Background: an optimization exercise with open tools, aiming at small area, a short achievable clock period and few clock cycles per item. Do not read the settings as production practice.
RTL that was checked went through simulation tests only; none was proved equivalent to the original.
Power is estimated from default activity; no workload was simulated.

==> flow/design.v <==
`timescale 1ns/1ps
module ifu (
    input  logic         clk,
    input  logic         rst_n,
    input  logic         recovery_valid,
    input  logic [31:0]  recovery_pc,
    output logic         mem_req,
    output logic [31:0]  mem_addr,
    input  logic         mem_ack,
    input  logic [127:0] mem_data,
    input  logic         dispatch_ready,
    output logic         instr_valid,
    output logic [31:0]  instr_data,
    output logic [31:0]  instr_pc,
    output logic         instr_is_branch,
    output logic         instr_pred_taken,
    output logic [31:0]  instr_target
);
    logic        v;
    logic [31:0] d;
    logic [29:0] p;          
    logic        en;         
    logic        armed;      
    logic [27:0] ma;
    logic        is_j, is_b, br, tk;
    logic [29:0] off, tgt, p1, nx;
    assign is_j = (d[31:26] == 6'b000010);
    assign is_b = (d[31:26] == 6'b000100);
    assign br   = is_j || is_b;
    assign tk   = is_j || (is_b && d[15]);
    assign off  = is_j ? {{4{d[25]}}, d[25:0]} : {{14{d[15]}}, d[15:0]};
    assign tgt  = p + off + 30'd1;
    assign p1   = p + 30'd1;
    assign nx   = !v ? p : tk ? tgt : p1;
    logic        have;
    logic [31:0] w;
    logic        wtk;
    assign have = armed && mem_ack && (ma == nx[29:2]);
    assign w    = mem_data[nx[1:0]*32 +: 32];
    assign wtk  = (w[31:26] == 6'b000010) || ((w[31:26] == 6'b000100) && w[15]);
    logic take;
    assign take = !v || dispatch_ready;
    always_ff @(posedge clk or negedge rst_n) begin
        if (!rst_n) begin
            v <= 1'b0;
            p <= 30'd0;
        end else if (recovery_valid) begin
            v <= 1'b0;
            p <= recovery_pc[31:2];
        end else if (take) begin
            v <= have;
            p <= nx;
        end
    end
    always_ff @(posedge clk) begin
        if (take)
            d <= w;
    end
    logic leave;
    assign leave = !recovery_valid && take && have && (nx[1:0] == 2'd3 || wtk);
    always_ff @(posedge clk or negedge rst_n) begin
        if (!rst_n) begin
            en    <= 1'b0;
            armed <= 1'b0;
            ma    <= 28'd0;
        end else begin
            en <= 1'b1;
            if (armed) begin
                if (mem_ack && (leave || ma != nx[29:2]))
                    armed <= 1'b0;
            end else if (mem_ack) begin
                ma <= nx[29:2];
            end else if (en) begin
                armed <= 1'b1;
            end
        end
    end
    assign mem_req  = en && (armed || !mem_ack);
    assign mem_addr = {ma, 4'b0000};
    assign instr_valid      = v;
    assign instr_data       = d;
    assign instr_pc         = {p, 2'b00};
    assign instr_is_branch  = br;
    assign instr_pred_taken = tk;
    assign instr_target     = br ? {tgt, 2'b00} : 32'd0;
endmodule
make LEC_CHECK=0 CAP_MARGIN=20 CORE_MARGIN=2 CORE_UTILIZATION=40 SLEW_MARGIN=20 finish   # period 8.0 ns
run.sh (not shown) runs the stock make flow with config.mk's settings and CLKGATE_MAP_FILE= SYNTH_SCRIPT=/design/flow/synth_recipe.tcl, a recipe that flattens the netlist after the stock synthesis.
Change:
SETUP_SLACK_MARGIN = 5   (was not set)
TNS_END_PERCENT = 100   (was not set)
Result: Die area is unchanged; power rose by 33%; wire length rises by about 24%; cell count came out higher by about 13%; cell area came out higher by 27%; worst setup slack improves by 1500 ps; count of clock-buffer cells in the layout went down by 1; sequential cell count stays the same; synthesized cell count does not change; combinational power came out higher by 72%.
No functional check of the RTL was part of any run of this note.

========
Setup of job 5917:
ifu, a different RTL version from the one above (not shown whole).
Size in the first run: ~100 flip-flops, ~300 I/O pins, ~0.0073 mm^2 of cells after synthesis.
clock: 8.0 ns
lec_check: 0
cap_margin: 20
core_margin: 2
core_utilization: 40
setup_slack_margin: 4.9
slew_margin: 20
tns_end_percent: 100
standard.sh (not shown) runs the stock make flow with config.mk's settings and CLKGATE_MAP_FILE= SYNTH_SCRIPT=/design/flow/synth_recipe.tcl, a recipe that flattens the netlist after the stock synthesis.
==> flow/flow/run.sh <==
#!/bin/bash
# Standard layout, with the port buffers made of the smallest plain buffer
# instead of the resizer's default choice.
set -euo pipefail
export BUFFER_PORTS_ARGS="-buffer_cell sky130_fd_sc_hd__buf_1"
bash standard.sh > flow_standard.log 2>&1
Testbench counts of job 5917, summed over its fixed seeds: cycles 248,297, items 64,895.
[inputs] job 1054 vs job 5917
# job 5917
export LEC_CHECK = 0
export CAP_MARGIN = 20
export CORE_MARGIN = 2
export CORE_UTILIZATION = 40
export SETUP_SLACK_MARGIN = 4.9
export SLEW_MARGIN = 20
export TNS_END_PERCENT = 100
create_clock -name core_clock -period 8.0 [get_ports {clk}]
# job 1054
export LEC_CHECK = 0
export CAP_MARGIN = 20
export CORE_MARGIN = 2
export CORE_UTILIZATION = 40
export SETUP_SLACK_MARGIN = 5
export SLEW_MARGIN = 20
export TNS_END_PERCENT = 100
create_clock -name core_clock -period 8.0 [get_ports {clk}]
## What came out
Job 1054: full flow OK, the timing, design-rule and antenna checks passed
Looking at start point of the critical path, the pb$_DFFE_PN0N_ result is from job 1054; the mem_data[90] one comes from job 5917.
Against job 5917, job 1054 reports a number of inserted diodes that is lower.
Lower design area goes to job 5917 over job 1054.
In job 1054, the layout overhead on the synthesized area came out 5.4 points above the value in job 5917.
Worst-case headroom to the max-slew limit ends up lower on job 5917.
| sequential cell count | job 5917 vs job 1054 | ≈ equal |
| power density over the cells | job 1054 vs job 5917 | about 2.4% higher |

========
Setup of before:
ifu, a different RTL version from the one above (not shown whole).
For scale: ~1000 cells after synthesis, about 300 I/O pins, ~9500 sq um of cells after synthesis.
clock: 8.0 ns
lec_check: 0
abc_clock_period_in_ps: 3500
cap_margin: 20
core_margin: 2
core_utilization: 40
setup_slack_margin: 4.4
slew_margin: 20
tns_end_percent: 100
run.sh (not shown) runs the stock make flow with config.mk's settings and CLKGATE_MAP_FILE= SYNTH_SCRIPT=/design/flow/synth_recipe.tcl, a recipe that flattens the netlist after the stock synthesis.
Stock flow here: none of the scripts above is used.
## Diff of input files: after against before
# before
export LEC_CHECK = 0
export ABC_CLOCK_PERIOD_IN_PS = 3500
export CAP_MARGIN = 20
export CORE_MARGIN = 2
export CORE_UTILIZATION = 40
export SETUP_SLACK_MARGIN = 4.4
export SLEW_MARGIN = 20
export TNS_END_PERCENT = 100
create_clock -name core_clock -period 8.0 [get_ports {clk}]
# after
export LEC_CHECK = 0
export CAP_MARGIN = 20
export CORE_MARGIN = 2
export CORE_UTILIZATION = 40
export SETUP_SLACK_MARGIN = 5
export SLEW_MARGIN = 20
export TNS_END_PERCENT = 100
create_clock -name core_clock -period 8.0 [get_ports {clk}]
==> comparison <==
Between after and before, the setup slack is higher for after.
Looking at critical-path cell with the highest stage delay, the sky130_fd_sc_hd__mux4_2 result is from after; the sky130_fd_sc_hd__dfrtp_2 one comes from before.
after vs before: power per cell area down
Between before and after, the flow reports power increasing slightly.
Function was not checked in any run of this note: the RTL went through the layout flow alone.

========
Another version of the RTL of ifu (not shown whole).
Size: roughly 720 cells after synthesis, roughly 100 flip-flops, ~300 I/O pins, ~0.0075 mm2 of cells after synthesis.
Settings: LEC_CHECK=0, CAP_MARGIN=20, CORE_MARGIN=2, CORE_UTILIZATION=40, SETUP_SLACK_MARGIN=4.6, SLEW_MARGIN=20, TNS_END_PERCENT=100; clock period 8.0 ns.
standard.sh (not shown) runs the stock make flow with config.mk's settings and CLKGATE_MAP_FILE= SYNTH_SCRIPT=/design/flow/synth_recipe.tcl, a recipe that flattens the netlist after the stock synthesis.
Scripts as last shown in full above: flow/flow/run.sh
==> next run, changes <==
--- a/flow/config.mk
+++ b/flow/config.mk
@@ -9,5 +9,5 @@
 export CORE_MARGIN = 2
 export CORE_UTILIZATION = 40
-export SETUP_SLACK_MARGIN = 4.6
+export SETUP_SLACK_MARGIN = 4.9
 export SLEW_MARGIN = 20
 export TNS_END_PERCENT = 100
Outcome: The changed run passed the timing, design-rule and antenna checks. Clock power rises by 10%. Power rose by 1.9%. Core utilization increases by 0.41 points. Setup slack gets better by 0.037 ns. Via count barely changes. Cell count climbs by 0.41%. Synthesized area does not change. Non-clock buffer count climbs by 3. Sequential share of layout area came out lower by 0.28 points. Worst hold slack loses 0.019 ns.
No run of this note included a check of the RTL's function; only the layout flow was run.

========
Another version of the RTL of ifu (not shown whole).
Size: roughly 780 cells after synthesis, roughly 100 flip-flops, about 300 I/O pins.
==> flow/config.mk <==
export PLATFORM = sky130hd
export DESIGN_NAME = ifu
export DESIGN_NICKNAME = ifu
export VERILOG_FILES = /design/flow/design.v
export SDC_FILE = /design/flow/constraint.sdc
export NUM_CORES = 4
export LEC_CHECK = 0
export CAP_MARGIN = 20
export CORE_MARGIN = 2
export CORE_UTILIZATION = 65
export CTS_BUF_LIST = sky130_fd_sc_hd__clkbuf_8
export CTS_CLUSTER_SIZE = 20
export SETUP_SLACK_MARGIN = 4.9
export SLEW_MARGIN = 20
export TNS_END_PERCENT = 100
==> flow/constraint.sdc <==
create_clock -name core_clock -period 8.0 [get_ports {clk}]
set_input_delay 1.6000 -clock core_clock [delete_from_list [all_inputs] [get_ports {clk}]]
set_output_delay 1.6000 -clock core_clock [all_outputs]
set_load 0.01 [all_outputs]
Scripts as last shown in full above: flow/flow/run.sh
Testbench counts at the start, summed over its fixed seeds: cycles 245,260, items 64,895.
Change:
- CTS_BUF_LIST: sky130_fd_sc_hd__clkbuf_8 -> unset
- CTS_CLUSTER_SIZE: 20 -> unset
- wire length goes down by 2.4%
- area after synthesis does not change
- count of clock-buffer cells in the layout went up by 3
- via count came out lower by 0.66%
- clock skew is lower by 0.0052 ns
- maximum frequency goes up by 1.1%
- sequential share of layout area stays flat
- power climbs by 3.7%
- first-iteration DRC count increases by 8.2%
- clock power goes up by 36%

========
== job 4133 ==
Another version of the RTL of ifu (not shown whole).
For scale: about 740 cells after synthesis, about 100 flip-flops, about 300 I/O pins, roughly 0.0074 mm2 of cells after synthesis.
==> flow/config.mk <==
export PLATFORM = sky130hd
export DESIGN_NAME = ifu
export DESIGN_NICKNAME = ifu
export VERILOG_FILES = /design/flow/design.v
export SDC_FILE = /design/flow/constraint.sdc
export NUM_CORES = 4
export LEC_CHECK = 0
export CAP_MARGIN = 20
export CORE_MARGIN = 2
export CORE_UTILIZATION = 50
export SETUP_SLACK_MARGIN = 4.8
export SLEW_MARGIN = 20
export TNS_END_PERCENT = 100
==> flow/constraint.sdc <==
create_clock -name core_clock -period 8.0 [get_ports {clk}]
set_input_delay 1.6000 -clock core_clock [delete_from_list [all_inputs] [get_ports {clk}]]
set_output_delay 1.6000 -clock core_clock [all_outputs]
set_load 0.01 [all_outputs]
Scripts as last shown in full above: flow/flow/run.sh
Testbench counts of job 4133, summed over its fixed seeds: cycles 242,898, items 64,895.
Relative to job 4133, the following input files were edited for job 6118:
diff --git a/flow/config.mk b/flow/config.mk
--- a/flow/config.mk
+++ b/flow/config.mk
@@ -9,4 +9,4 @@
 export CORE_MARGIN = 2
-export CORE_UTILIZATION = 50
-export SETUP_SLACK_MARGIN = 4.8
+export CORE_UTILIZATION = 40
+export SETUP_SLACK_MARGIN = 4.9
 export SLEW_MARGIN = 20
--- outcome ---
On total power, job 6118 does worse than job 4133. Side by side, portion of total power attributed to combinational logic turned out higher in job 6118 than in job 4133. Compared with job 4133, total half-perimeter wirelength after legalization and detailed placement in job 6118 increased slightly. Per the comparison of job 6118 with job 4133, clock share of power fell by 1.0 points; buffer count excluding the clock tree in the final layout lower; sequential power share climbed 0.3 points; length of the first detailed-routing pass in iterations has increased. In job 6118 the power drawn by the clock network turned out 5.3% lower than in job 4133. When job 6118 is measured against job 4133, its routed length on met3 turns out about 2.5% lower.
What job 9736 does differently from job 6118 at the input level:
diff --git a/flow/config.mk b/flow/config.mk
--- a/flow/config.mk
+++ b/flow/config.mk
@@ -7,2 +7,3 @@
 export LEC_CHECK = 0
+export ABC_AREA = 1
 export CAP_MARGIN = 20
Delta (job 9736 minus job 6118): worst reg2reg path depth climbed 3, growth of design area from synthesis to finish dropped 5.3 points, design area climbed 5.6%. On worst clock skew, job 9736 and job 6118 are basically level. Compared with job 6118, in job 9736 average via count per standard cell down 0.62; final hold slack down 0.016 ns. Summary of job 9736 over job 6118: wire length saw an increase, core utilization decreased by 2.7 points relative to the old numbers, sequential fraction of total cell area now smaller. Maximum ir drop on the vdd rail, job 9736 and job 6118: smaller value in job 9736.

[re-timing with driven ports]
Ports are ideal in the flow. The routed layouts listed here were re-timed in OpenROAD. Step 1, drivers: a clkbuf_16 drives clk and a buf_2 each remaining input, both assumed. Step 2 moves the port delays by t, midway between the first and last clock arrival at a register: inputs arrive t later, outputs are due t later. That takes back most of the time a late clock gives input paths. a / b / c = ideal ports / drivers / drivers and shift; a / b = the first two.
| run | t (ns) | setup slack, ns | pins driven straight from the clock port |
|---|---|---|---|
| the first run of note 1 | 0.414 | 1.240 / 1.192 / 1.606 | 1 |
| the second run of note 1 | 0.419 | 2.694 / 2.645 / 3.065 | 1 |
| job 5917 | 0.389 | 5.004 / 5.000 / 4.633 | 1 |
| job 1054 | 0.401 | 4.956 / 4.933 / 4.659 | 1 |
| before | 0.467 | 3.658 / 3.658 / 3.259 | 1 |
| after | 0.467 | 3.721 / 3.742 / 3.276 | 1 |
| the first run of note 4 | 0.397 | 4.705 / 4.705 / 4.420 | 1 |
| the second run of note 4 | 0.398 | 4.741 / 4.741 / 4.503 | 1 |
| the first run of note 5 | 0.406 | 4.889 / 4.896 / 4.490 | 1 |
| the second run of note 5 | 0.389 | 4.922 / 4.922 / 4.582 | 1 |
| job 4133 | 0.386 | 4.934 / 4.934 / 4.564 | 1 |
| job 6118 | 0.396 | 4.999 / 4.956 / 4.637 | 1 |
| job 9736 | 0.395 | 5.042 / 5.002 / 4.682 | 1 |
After both steps setup and hold are still met in every run listed. The setup slack of after, which loses most, moves by +0.021 ns with the drivers and by -0.445 ns with both steps.
